From an optimization exercise on the open Yosys and OpenROAD flow, aimed at small area; shortcuts taken in it are not production practice.
Only simulation tests tie the RTL to the original design; equivalence was not proved.
No activity file was given, so power comes from the tool's default toggle rates.

==> flow/design.v (excerpt) <==
module dodge_top #(
	parameter int STEP_CYCLES = 50,
	parameter int SECOND_CYCLES = 200
) (
	input  logic        clock,
	input  logic        reset,
	input  logic        go,
	input  logic        go2,
	input  logic [3:0]  buttons,
	output logic        playing,
	output logic        game_over,
	output logic [1:0]  direction,
	output logic [5:0]  player,
	output logic [24:0] block_map,
	output logic [6:0]  hex0,
	output logic [6:0]  hex1
);
==> flow/config.mk <==
export PLATFORM = sky130hd
export DESIGN_NAME = dodge_top
export DESIGN_NICKNAME = dodge_top
export VERILOG_FILES = /design/flow/design.v
export SDC_FILE = /design/flow/constraint.sdc
export NUM_CORES = 4
export LEC_CHECK = 0
export ABC_AREA = 1
export CAP_MARGIN = 20
export CORE_MARGIN = 2
export CORE_UTILIZATION = 40
export CTS_BUF_LIST = sky130_fd_sc_hd__clkbuf_4
export SLEW_MARGIN = 20
==> flow/constraint.sdc <==
create_clock -name core_clock -period 10.0 [get_ports {clock}]
set_input_delay 2.0000 -clock core_clock [delete_from_list [all_inputs] [get_ports {clock}]]
set_output_delay 2.0000 -clock core_clock [all_outputs]
set_load 0.01 [all_outputs]
standard.sh (not shown) runs the stock make flow with config.mk's settings and CLKGATE_MAP_FILE= SYNTH_SCRIPT=/design/flow/synth_recipe.tcl, a recipe that flattens the netlist after the stock synthesis.
==> flow/flow/run.sh <==
#!/bin/bash
# Own layout flow: the standard synthesis, then its combinational logic re-mapped
# for area (flip-flops untouched), then the standard layout with the port
# buffers made of the smallest buffer cell and a clock tree without dummy loads.
# Each tool's output goes to a log file here.
set -euo pipefail
here=$(cd "$(dirname "$0")" && pwd)
mkdir -p tmp
export TMPDIR=$PWD/tmp
R=orfs/results/${FLOW_PLATFORM:-sky130hd}/dodge_top/base
bash standard.sh synth > flow_synth.log 2>&1
cp $R/1_2_yosys.v $R/1_2_yosys_standard.v
bash "$here/reabc.sh" $R/1_2_yosys_standard.v $R/1_2_yosys.v reabc_stat.txt ${FLOW_TOP:-dodge_top} > flow_reabc.log 2>&1
rm -f $R/1_synth.odb $R/1_synth.sdc
bash standard.sh "BUFFER_PORTS_ARGS=-buffer_cell sky130_fd_sc_hd__buf_1" \
	"CTS_ARGS=-root_buf sky130_fd_sc_hd__clkbuf_4 -buf_list sky130_fd_sc_hd__clkbuf_4 -dont_use_dummy_load -sink_clustering_enable -sink_clustering_size 20 -sink_clustering_max_diameter 100" \
	finish > flow_layout.log 2>&1
==> flow/flow/reabc.sh <==
#!/bin/bash
# usage: reabc.sh NETLIST_IN NETLIST_OUT STAT_OUT TOP
# Re-maps the combinational logic with several ABC scripts (the fixed abc_*.script
# files here, and abc_ds.template with each seed in DS_SEEDS) in parallel and
# keeps the smallest result. The flip-flops are left as they are.
set -euo pipefail
here=$(cd "$(dirname "$0")" && pwd)
LIB=${FLOW_HOME:-/OpenROAD-flow-scripts/flow}/platforms/sky130hd/lib/sky130_fd_sc_hd__tt_025C_1v80.lib
DU="-dont_use *probe* -dont_use *lpflow* -dont_use *clkbuf* -dont_use *clkinv* -dont_use *clkdly* -dont_use *dlygate* -dont_use *dlymetal* -dont_use *ha_* -dont_use *fa_* -dont_use *fah* -dont_use *dfxtp* -dont_use *conb*"
mkdir -p reabc
cp "$here"/abc_*.script reabc/
for s in ${DS_SEEDS:-0 1 2 3 4 5 6 7}; do
	sed -e "s/DS_TIME/${DS_TIME:-150}/" -e "s/DS_SEED/$s/" "$here/abc_ds.template" > reabc/abc_ds$s.script
done
for s in reabc/abc_*.script; do
	n=$(basename "$s" .script)
	sed -e "s#LIB_FILE#$LIB#g" -e "s#NETLIST_IN#$1#" -e "s#NETLIST_OUT#reabc/$n.v#" -e "s#STAT_OUT#reabc/$n.stat#" -e "s#TOP#$4#" -e "s#ABC_SCRIPT#$PWD/$s#" -e "s#DONT_USE#$DU#" "$here/reabc.ys" > reabc/$n.ys
	echo "yosys -s reabc/$n.ys > reabc/$n.log 2>&1"
done | xargs -P ${NUM_CORES:-4} -I{} bash -c "{}"
best=""
best_area=""
for f in reabc/*.stat; do
	n=$(basename "$f" .stat)
	a=$(awk '/Chip area/ {print $NF}' "$f")
	echo "$n: $a"
	if [[ -z "$best" ]] || awk -v a="$a" -v b="$best_area" 'BEGIN {exit !(a < b)}'; then
		best=$n
		best_area=$a
	fi
done
echo "kept $best ($best_area)"
cp "reabc/$best.v" "$2"
cp "reabc/$best.stat" "$3"
Other scripts of this flow, unchanged in this note and not shown: flow/flow/abc_ds.template, flow/flow/abc_st2.script, flow/flow/abc_st3.script, flow/flow/abc_strong.script, flow/flow/reabc.ys
Change:
--- a/flow/flow/run.sh
+++ b/flow/flow/run.sh
@@ -16 +16 @@
-	"CTS_ARGS=-root_buf sky130_fd_sc_hd__clkbuf_4 -buf_list sky130_fd_sc_hd__clkbuf_4 -dont_use_dummy_load -sink_clustering_enable -sink_clustering_size 20 -sink_clustering_max_diameter 100" \
+	"CTS_ARGS=-root_buf sky130_fd_sc_hd__clkbuf_4 -buf_list sky130_fd_sc_hd__clkbuf_2 -dont_use_dummy_load -sink_clustering_enable -sink_clustering_size 20 -sink_clustering_max_diameter 100" \
--- a/flow/flow/reabc.sh
+++ b/flow/flow/reabc.sh
@@ -12 +12 @@
-for s in ${DS_SEEDS:-0 1 2 3 4 5 6 7}; do
+for s in ${DS_SEEDS:-0}; do
After rerunning:
- The changed run finished clean
- sequential power is about the same
- register-to-register slack is worse by 0.20 ns
- total power went down by 1.2%
- non-clock buffer count is unchanged
- combinational power went down by 12%
- sequential cell count is unchanged
- via count went down by 0.83%
- clock power stays flat
- routed wire length barely changes
Change:
--- a/flow/flow/reabc.sh
+++ b/flow/flow/reabc.sh
@@ -12 +12 @@
-for s in ${DS_SEEDS:-0}; do
+for s in ${DS_SEEDS:-0 1 2 3 4 5 6 7}; do
What happened: The new run passed the timing, design-rule and antenna checks. Routed wire length stays the same. Worst setup slack does not change. Count of clock-buffer cells in the layout does not change. Clock skew stays the same. Power does not change. Design area is unchanged. Synthesized cell count is unchanged. Cell count is unchanged. Sequential cell count does not change.

* * *

Starting RTL as in the previous note.
clock: 10.0 ns
lec_check: 0
abc_area: 1
cap_margin: 20
core_margin: 2
core_utilization: 40
cts_buf_list: sky130_fd_sc_hd__clkbuf_4
slew_margin: 20
==> flow/flow/run.sh <==
#!/bin/bash
# Own layout flow: the standard synthesis, then its combinational logic re-mapped
# for area (flip-flops untouched), then the standard layout with the port
# buffers made of the smallest buffer cell and a clock tree without dummy loads.
# Each tool's output goes to a log file here.
set -euo pipefail
here=$(cd "$(dirname "$0")" && pwd)
mkdir -p tmp
export TMPDIR=$PWD/tmp
R=orfs/results/${FLOW_PLATFORM:-sky130hd}/dodge_top/base
bash standard.sh synth > flow_synth.log 2>&1
cp $R/1_2_yosys.v $R/1_2_yosys_standard.v
bash "$here/reabc.sh" $R/1_2_yosys_standard.v $R/1_2_yosys.v reabc_stat.txt ${FLOW_TOP:-dodge_top} > flow_reabc.log 2>&1
rm -f $R/1_synth.odb $R/1_synth.sdc
bash standard.sh "BUFFER_PORTS_ARGS=-buffer_cell sky130_fd_sc_hd__buf_1" \
	"CTS_ARGS=-root_buf sky130_fd_sc_hd__clkbuf_4 -buf_list sky130_fd_sc_hd__clkbuf_2 -dont_use_dummy_load -sink_clustering_enable -sink_clustering_size 20 -sink_clustering_max_diameter 100" \
	finish > flow_layout.log 2>&1
==> flow/flow/reabc.sh <==
#!/bin/bash
# usage: reabc.sh NETLIST_IN NETLIST_OUT STAT_OUT TOP
# Re-maps the combinational logic of the standard synthesis netlist for area;
# the flip-flops are left as they are.
# Stage 1: the fixed abc_*.script files here, and abc_ds.template with each seed
# in DS_SEEDS, run in parallel on the input; the smallest result is kept.
# Stage 2: each stage 1 result through the ref_*.script re-mappings, then
# REFINE_ROUNDS rounds of them, each on the previous round's smallest result;
# the smallest netlist seen is kept.
set -euo pipefail
here=$(cd "$(dirname "$0")" && pwd)
LIB=${FLOW_HOME:-/OpenROAD-flow-scripts/flow}/platforms/sky130hd/lib/sky130_fd_sc_hd__tt_025C_1v80.lib
DU="-dont_use *probe* -dont_use *lpflow* -dont_use *clkbuf* -dont_use *clkinv* -dont_use *clkdly* -dont_use *dlygate* -dont_use *dlymetal* -dont_use *ha_* -dont_use *fa_* -dont_use *fah* -dont_use *dfxtp* -dont_use *conb*"
mkdir -p reabc

# run_set DIR INPUT SCRIPT... : map INPUT with each script in parallel into DIR
run_set() {
	local dir=$1 in=$2
	shift 2
	mkdir -p "$dir"
	for s in "$@"; do
		local n
		n=$(basename "$s" .script)
		sed -e "s#LIB_FILE#$LIB#g" -e "s#NETLIST_IN#$in#" -e "s#NETLIST_OUT#$dir/$n.v#" -e "s#STAT_OUT#$dir/$n.stat#" -e "s#TOP#$TOPNAME#" -e "s#ABC_SCRIPT#$s#" -e "s#DONT_USE#$DU#" "$here/reabc.ys" > "$dir/$n.ys"
		echo "yosys -s $dir/$n.ys > $dir/$n.log 2>&1"
	done | xargs -P ${NUM_CORES:-4} -I{} bash -c "{}"
}
# smallest DIR : prints "area name" of the smallest result in DIR
smallest() {
	for f in "$1"/*.stat; do
		echo "$(awk '/Chip area/ {print $NF}' "$f") $(basename "$f" .stat)"
	done | sort -g | head -1
}

TOPNAME=$4
cp "$here"/abc_*.script reabc/
for s in ${DS_SEEDS:-0 1 2 3 4 5 6 7}; do
	sed -e "s/DS_TIME/${DS_TIME:-150}/" -e "s/DS_SEED/$s/" "$here/abc_ds.template" > reabc/abc_ds$s.script
done
run_set "$PWD/reabc/s1" "$1" "$PWD"/reabc/abc_*.script
for f in reabc/s1/*.stat; do echo "stage 1 $(basename "$f" .stat): $(awk '/Chip area/ {print $NF}' "$f")"; done
read -r best_area best < <(smallest reabc/s1)
best_v=$PWD/reabc/s1/$best.v
echo "stage 1 kept $best ($best_area)"
# round 0: every stage 1 result through each re-mapping
for f in reabc/s1/*.v; do
	n=$(basename "$f" .v)
	run_set "$PWD/reabc/r0_$n" "$PWD/$f" "$here"/ref_*.script
	read -r a m < <(smallest reabc/r0_$n)
	echo "round 0 from $n: $m $a"
	if awk -v a="$a" -v b="$best_area" 'BEGIN {exit !(a < b)}'; then
		best_area=$a
		best_v=$PWD/reabc/r0_$n/$m.v
	fi
done
cur_v=$best_v
for r in $(seq 1 ${REFINE_ROUNDS:-8}); do
	run_set "$PWD/reabc/r$r" "$cur_v" "$here"/ref_*.script
	read -r a n < <(smallest reabc/r$r)
	echo "round $r: $n $a"
	cur_v=$PWD/reabc/r$r/$n.v
	if awk -v a="$a" -v b="$best_area" 'BEGIN {exit !(a < b)}'; then
		best_area=$a
		best_v=$cur_v
	fi
done
echo "kept $best_v ($best_area)"
cp "$best_v" "$2"
cp "${best_v%.v}.stat" "$3"
Other scripts of this flow, unchanged in this note and not shown: flow/flow/abc_ds.template, flow/flow/abc_st2.script, flow/flow/abc_st3.script, flow/flow/abc_strong.script, flow/flow/reabc.ys, flow/flow/ref_a1.script, flow/flow/ref_a2.script, flow/flow/ref_a3.script, flow/flow/ref_a4.script, flow/flow/ref_a5.script
The starting point passed the timing, design-rule and antenna checks.
Edit:
--- a/flow/flow/reabc.sh
+++ b/flow/flow/reabc.sh
@@ -7,3 +7,4 @@
 # Stage 2: each stage 1 result through the ref_*.script re-mappings, then
-# REFINE_ROUNDS rounds of them, each on the previous round's smallest result;
+# REFINE_ROUNDS rounds of them, each on the BEAM smallest results of the round
+# before;
 # the smallest netlist seen is kept.
@@ -55,11 +56,16 @@
 done
-cur_v=$best_v
+# later rounds: a beam of the BEAM smallest distinct results of the last round
+beam=$(for d in reabc/r0_*; do for f in "$d"/*.stat; do echo "$(awk '/Chip area/ {print $NF}' "$f") $PWD/${f%.stat}.v"; done; done | sort -g -u -k1,1 | head -${BEAM:-3} | awk '{print $2}')
 for r in $(seq 1 ${REFINE_ROUNDS:-8}); do
-	run_set "$PWD/reabc/r$r" "$cur_v" "$here"/ref_*.script
-	read -r a n < <(smallest reabc/r$r)
-	echo "round $r: $n $a"
-	cur_v=$PWD/reabc/r$r/$n.v
+	k=0
+	for v in $beam; do
+		k=$((k + 1))
+		run_set "$PWD/reabc/r${r}_$k" "$v" "$here"/ref_*.script
+	done
+	beam=$(for f in reabc/r${r}_*/*.stat; do echo "$(awk '/Chip area/ {print $NF}' "$f") $PWD/${f%.stat}.v"; done | sort -g -u -k1,1 | head -${BEAM:-3} | awk '{print $2}')
+	read -r a v < <(for f in reabc/r${r}_*/*.stat; do echo "$(awk '/Chip area/ {print $NF}' "$f") $PWD/${f%.stat}.v"; done | sort -g | head -1)
+	echo "round $r: $a"
 	if awk -v a="$a" -v b="$best_area" 'BEGIN {exit !(a < b)}'; then
 		best_area=$a
-		best_v=$cur_v
+		best_v=$v
 	fi
After rerunning: Cell area barely changes; wire length grows by 4.9%; area after synthesis is about the same.

* * *

## main
dodge_top, a different RTL version from the one above (not shown whole).
For scale: about 450 cells after synthesis, roughly 57 I/O pins.
==> flow/config.mk <==
export PLATFORM = sky130hd
export DESIGN_NAME = dodge_top
export DESIGN_NICKNAME = dodge_top
export VERILOG_FILES = /design/flow/design.v
export SDC_FILE = /design/flow/constraint.sdc
export NUM_CORES = 4
export LEC_CHECK = 0
export ABC_AREA = 1
export CAP_MARGIN = 20
export CORE_MARGIN = 2
export CORE_UTILIZATION = 40
export CTS_BUF_LIST = sky130_fd_sc_hd__clkbuf_4
export SLEW_MARGIN = 20
==> flow/constraint.sdc <==
create_clock -name core_clock -period 10.0 [get_ports {clock}]
set_input_delay 2.0000 -clock core_clock [delete_from_list [all_inputs] [get_ports {clock}]]
set_output_delay 2.0000 -clock core_clock [all_outputs]
set_load 0.01 [all_outputs]
==> flow/flow/run.sh <==
#!/bin/bash
# Own layout flow: the standard synthesis, then its combinational logic re-mapped
# for area (flip-flops untouched), then the standard layout with the port
# buffers made of the smallest buffer cell. Each tool's output goes to a log here.
set -euo pipefail
here=$(cd "$(dirname "$0")" && pwd)
R=orfs/results/${FLOW_PLATFORM:-sky130hd}/dodge_top/base
bash standard.sh synth > flow_synth.log 2>&1
cp $R/1_2_yosys.v $R/1_2_yosys_standard.v
bash "$here/reabc.sh" $R/1_2_yosys_standard.v $R/1_2_yosys.v reabc_stat.txt ${FLOW_TOP:-dodge_top} > flow_reabc.log 2>&1
rm -f $R/1_synth.odb $R/1_synth.sdc
bash standard.sh "BUFFER_PORTS_ARGS=-buffer_cell sky130_fd_sc_hd__buf_1" finish > flow_layout.log 2>&1
==> flow/flow/abc_strong.script <==
strash
&get -n
&fraig -x
&put
dc2
balance; rewrite; refactor; balance; rewrite; rewrite -z; balance; refactor -z; rewrite -z; balance
dc2
dch -f
map -a
mfs2
strash
dc2
dch -f
map -a
topo
==> flow/flow/reabc.sh <==
#!/bin/bash
# usage: reabc.sh NETLIST_IN NETLIST_OUT STAT_OUT TOP
set -euo pipefail
here=$(cd "$(dirname "$0")" && pwd)
LIB=${FLOW_HOME:-/OpenROAD-flow-scripts/flow}/platforms/sky130hd/lib/sky130_fd_sc_hd__tt_025C_1v80.lib
DU="-dont_use *probe* -dont_use *lpflow* -dont_use *clkbuf* -dont_use *clkinv* -dont_use *clkdly* -dont_use *dlygate* -dont_use *dlymetal* -dont_use *ha_* -dont_use *fa_* -dont_use *fah* -dont_use *dfxtp* -dont_use *conb*"
sed -e "s#LIB_FILE#$LIB#g" -e "s#NETLIST_IN#$1#" -e "s#NETLIST_OUT#$2#" -e "s#STAT_OUT#$3#" -e "s#TOP#$4#" -e "s#ABC_SCRIPT#$here/abc_strong.script#" -e "s#DONT_USE#$DU#" $here/reabc.ys > reabc_run.ys
yosys -s reabc_run.ys
==> flow/flow/reabc.ys <==
# Re-maps the combinational logic of the standard synthesis netlist for area.
# The flip-flops stay as they are (same instances, names and cells).
read_liberty -ignore_miss_func LIB_FILE
blackbox sky130_fd_sc_hd__dfxtp_1 sky130_fd_sc_hd__dfxtp_2 sky130_fd_sc_hd__dfxtp_4 sky130_fd_sc_hd__conb_1
read_verilog NETLIST_IN
hierarchy -top TOP
flatten
rename -hide w:*.*
opt_clean -purge
abc -script ABC_SCRIPT -liberty LIB_FILE DONT_USE
opt_clean -purge
hilomap -singleton -hicell sky130_fd_sc_hd__conb_1 HI -locell sky130_fd_sc_hd__conb_1 LO
insbuf -buf sky130_fd_sc_hd__buf_1 A X
opt_clean -purge
tee -o STAT_OUT stat -liberty LIB_FILE
write_verilog -noattr -nohex -nodec NETLIST_OUT
The inputs of the feature branch differ from those of main as listed below.
==> flow/flow/run.sh <==
#!/bin/bash
# Own layout flow: the standard synthesis, then its combinational logic re-mapped
# for area (flip-flops untouched), then the standard layout with the port
# buffers made of the smallest buffer cell and a clock tree without dummy loads.
# Each tool's output goes to a log file here.
set -euo pipefail
here=$(cd "$(dirname "$0")" && pwd)
R=orfs/results/${FLOW_PLATFORM:-sky130hd}/dodge_top/base
bash standard.sh synth > flow_synth.log 2>&1
cp $R/1_2_yosys.v $R/1_2_yosys_standard.v
bash "$here/reabc.sh" $R/1_2_yosys_standard.v $R/1_2_yosys.v reabc_stat.txt ${FLOW_TOP:-dodge_top} > flow_reabc.log 2>&1
rm -f $R/1_synth.odb $R/1_synth.sdc
bash standard.sh "BUFFER_PORTS_ARGS=-buffer_cell sky130_fd_sc_hd__buf_1" \
	"CTS_ARGS=-root_buf sky130_fd_sc_hd__clkbuf_4 -buf_list sky130_fd_sc_hd__clkbuf_4 -dont_use_dummy_load -sink_clustering_enable -sink_clustering_size 20 -sink_clustering_max_diameter 100" \
	finish > flow_layout.log 2>&1
==> flow/flow/abc_area.script (new file) <==
strash
&get -n
&fraig -x
&put
dc2
balance; rewrite; refactor; balance; rewrite; rewrite -z; balance; refactor -z; rewrite -z; balance
dc2
&get -n
&dch -f
&nf -a -R 1000
&put
mfs2
strash
dc2
&get -n
&dch -f
&nf -a -R 1000
&put
topo
==> flow/flow/reabc.sh <==
#!/bin/bash
# usage: reabc.sh NETLIST_IN NETLIST_OUT STAT_OUT TOP
set -euo pipefail
here=$(cd "$(dirname "$0")" && pwd)
LIB=${FLOW_HOME:-/OpenROAD-flow-scripts/flow}/platforms/sky130hd/lib/sky130_fd_sc_hd__tt_025C_1v80.lib
DU="-dont_use *probe* -dont_use *lpflow* -dont_use *clkbuf* -dont_use *clkinv* -dont_use *clkdly* -dont_use *dlygate* -dont_use *dlymetal* -dont_use *ha_* -dont_use *fa_* -dont_use *fah* -dont_use *dfxtp* -dont_use *conb*"
sed -e "s#LIB_FILE#$LIB#g" -e "s#NETLIST_IN#$1#" -e "s#NETLIST_OUT#$2#" -e "s#STAT_OUT#$3#" -e "s#TOP#$4#" -e "s#ABC_SCRIPT#$here/abc_area.script#" -e "s#DONT_USE#$DU#" $here/reabc.ys > reabc_run.ys
yosys -s reabc_run.ys
removed: flow/flow/abc_strong.script
### Flow results
- The final worst slack reported for the feature branch is greater than that of main by 190 ps.
- Largest net degree at the start of global routing grows by more than half when moving from main to the feature branch.
- Number of global-route vias before repair (the feature branch vs. main) decreases by more than 10%
- Area of the placeable core came out lower on the feature branch than on main.
- In the feature branch the minimum clock period turned out 190 ps lower than in main.
- Final weighted congestion in routability-driven placement on the feature branch is down relative to main.

-- static timing again, ports no longer ideal --
The flow's constraints put no driver on any port. The routed layouts listed below were extracted and timed again, unchanged, in two steps. Step 1 sets driving cells, clkbuf_16 on the clock port and buf_2 on the other inputs (assumed; they add their load-dependent delay and slew). Step 2 also shifts input and output timing later by t, the mid clock arrival at the registers, as if the neighbouring blocks saw the same clock. Slacks: no drivers / after step 1 / after step 2; pairs: no drivers / after step 1.
run | shift t [ns] | setup WS [ns] | worst setup path after step 2 | slew at the worst register clock pin (ns) | worst slew at a driven data input, ns
the first run of note 1 | 0.343 | 5.289 / 5.266 / 5.609 | register to output | 0.09 / 0.09 | 0.03
the second run of note 1 | 0.344 | 5.257 / 5.232 / 5.576 | register to output | 0.11 / 0.11 | 0.03
the third run of note 1 | 0.344 | 5.257 / 5.232 / 5.576 | register to output | 0.11 / 0.11 | 0.03
the first run of note 2 | 0.334 | 4.719 / 4.692 / 5.026 | register to output | 0.09 / 0.09 | 0.03
the second run of note 2 | 0.343 | 5.283 / 5.258 / 5.512 | register to register | 0.10 / 0.10 | 0.03
main | 0.348 | 5.236 / 5.212 / 5.561 | register to output | 0.10 / 0.10 | 0.03
the feature branch | 0.336 | 5.424 / 5.400 / 5.736 | register to output | 0.10 / 0.10 | 0.03
After both steps every run listed still meets setup and hold.
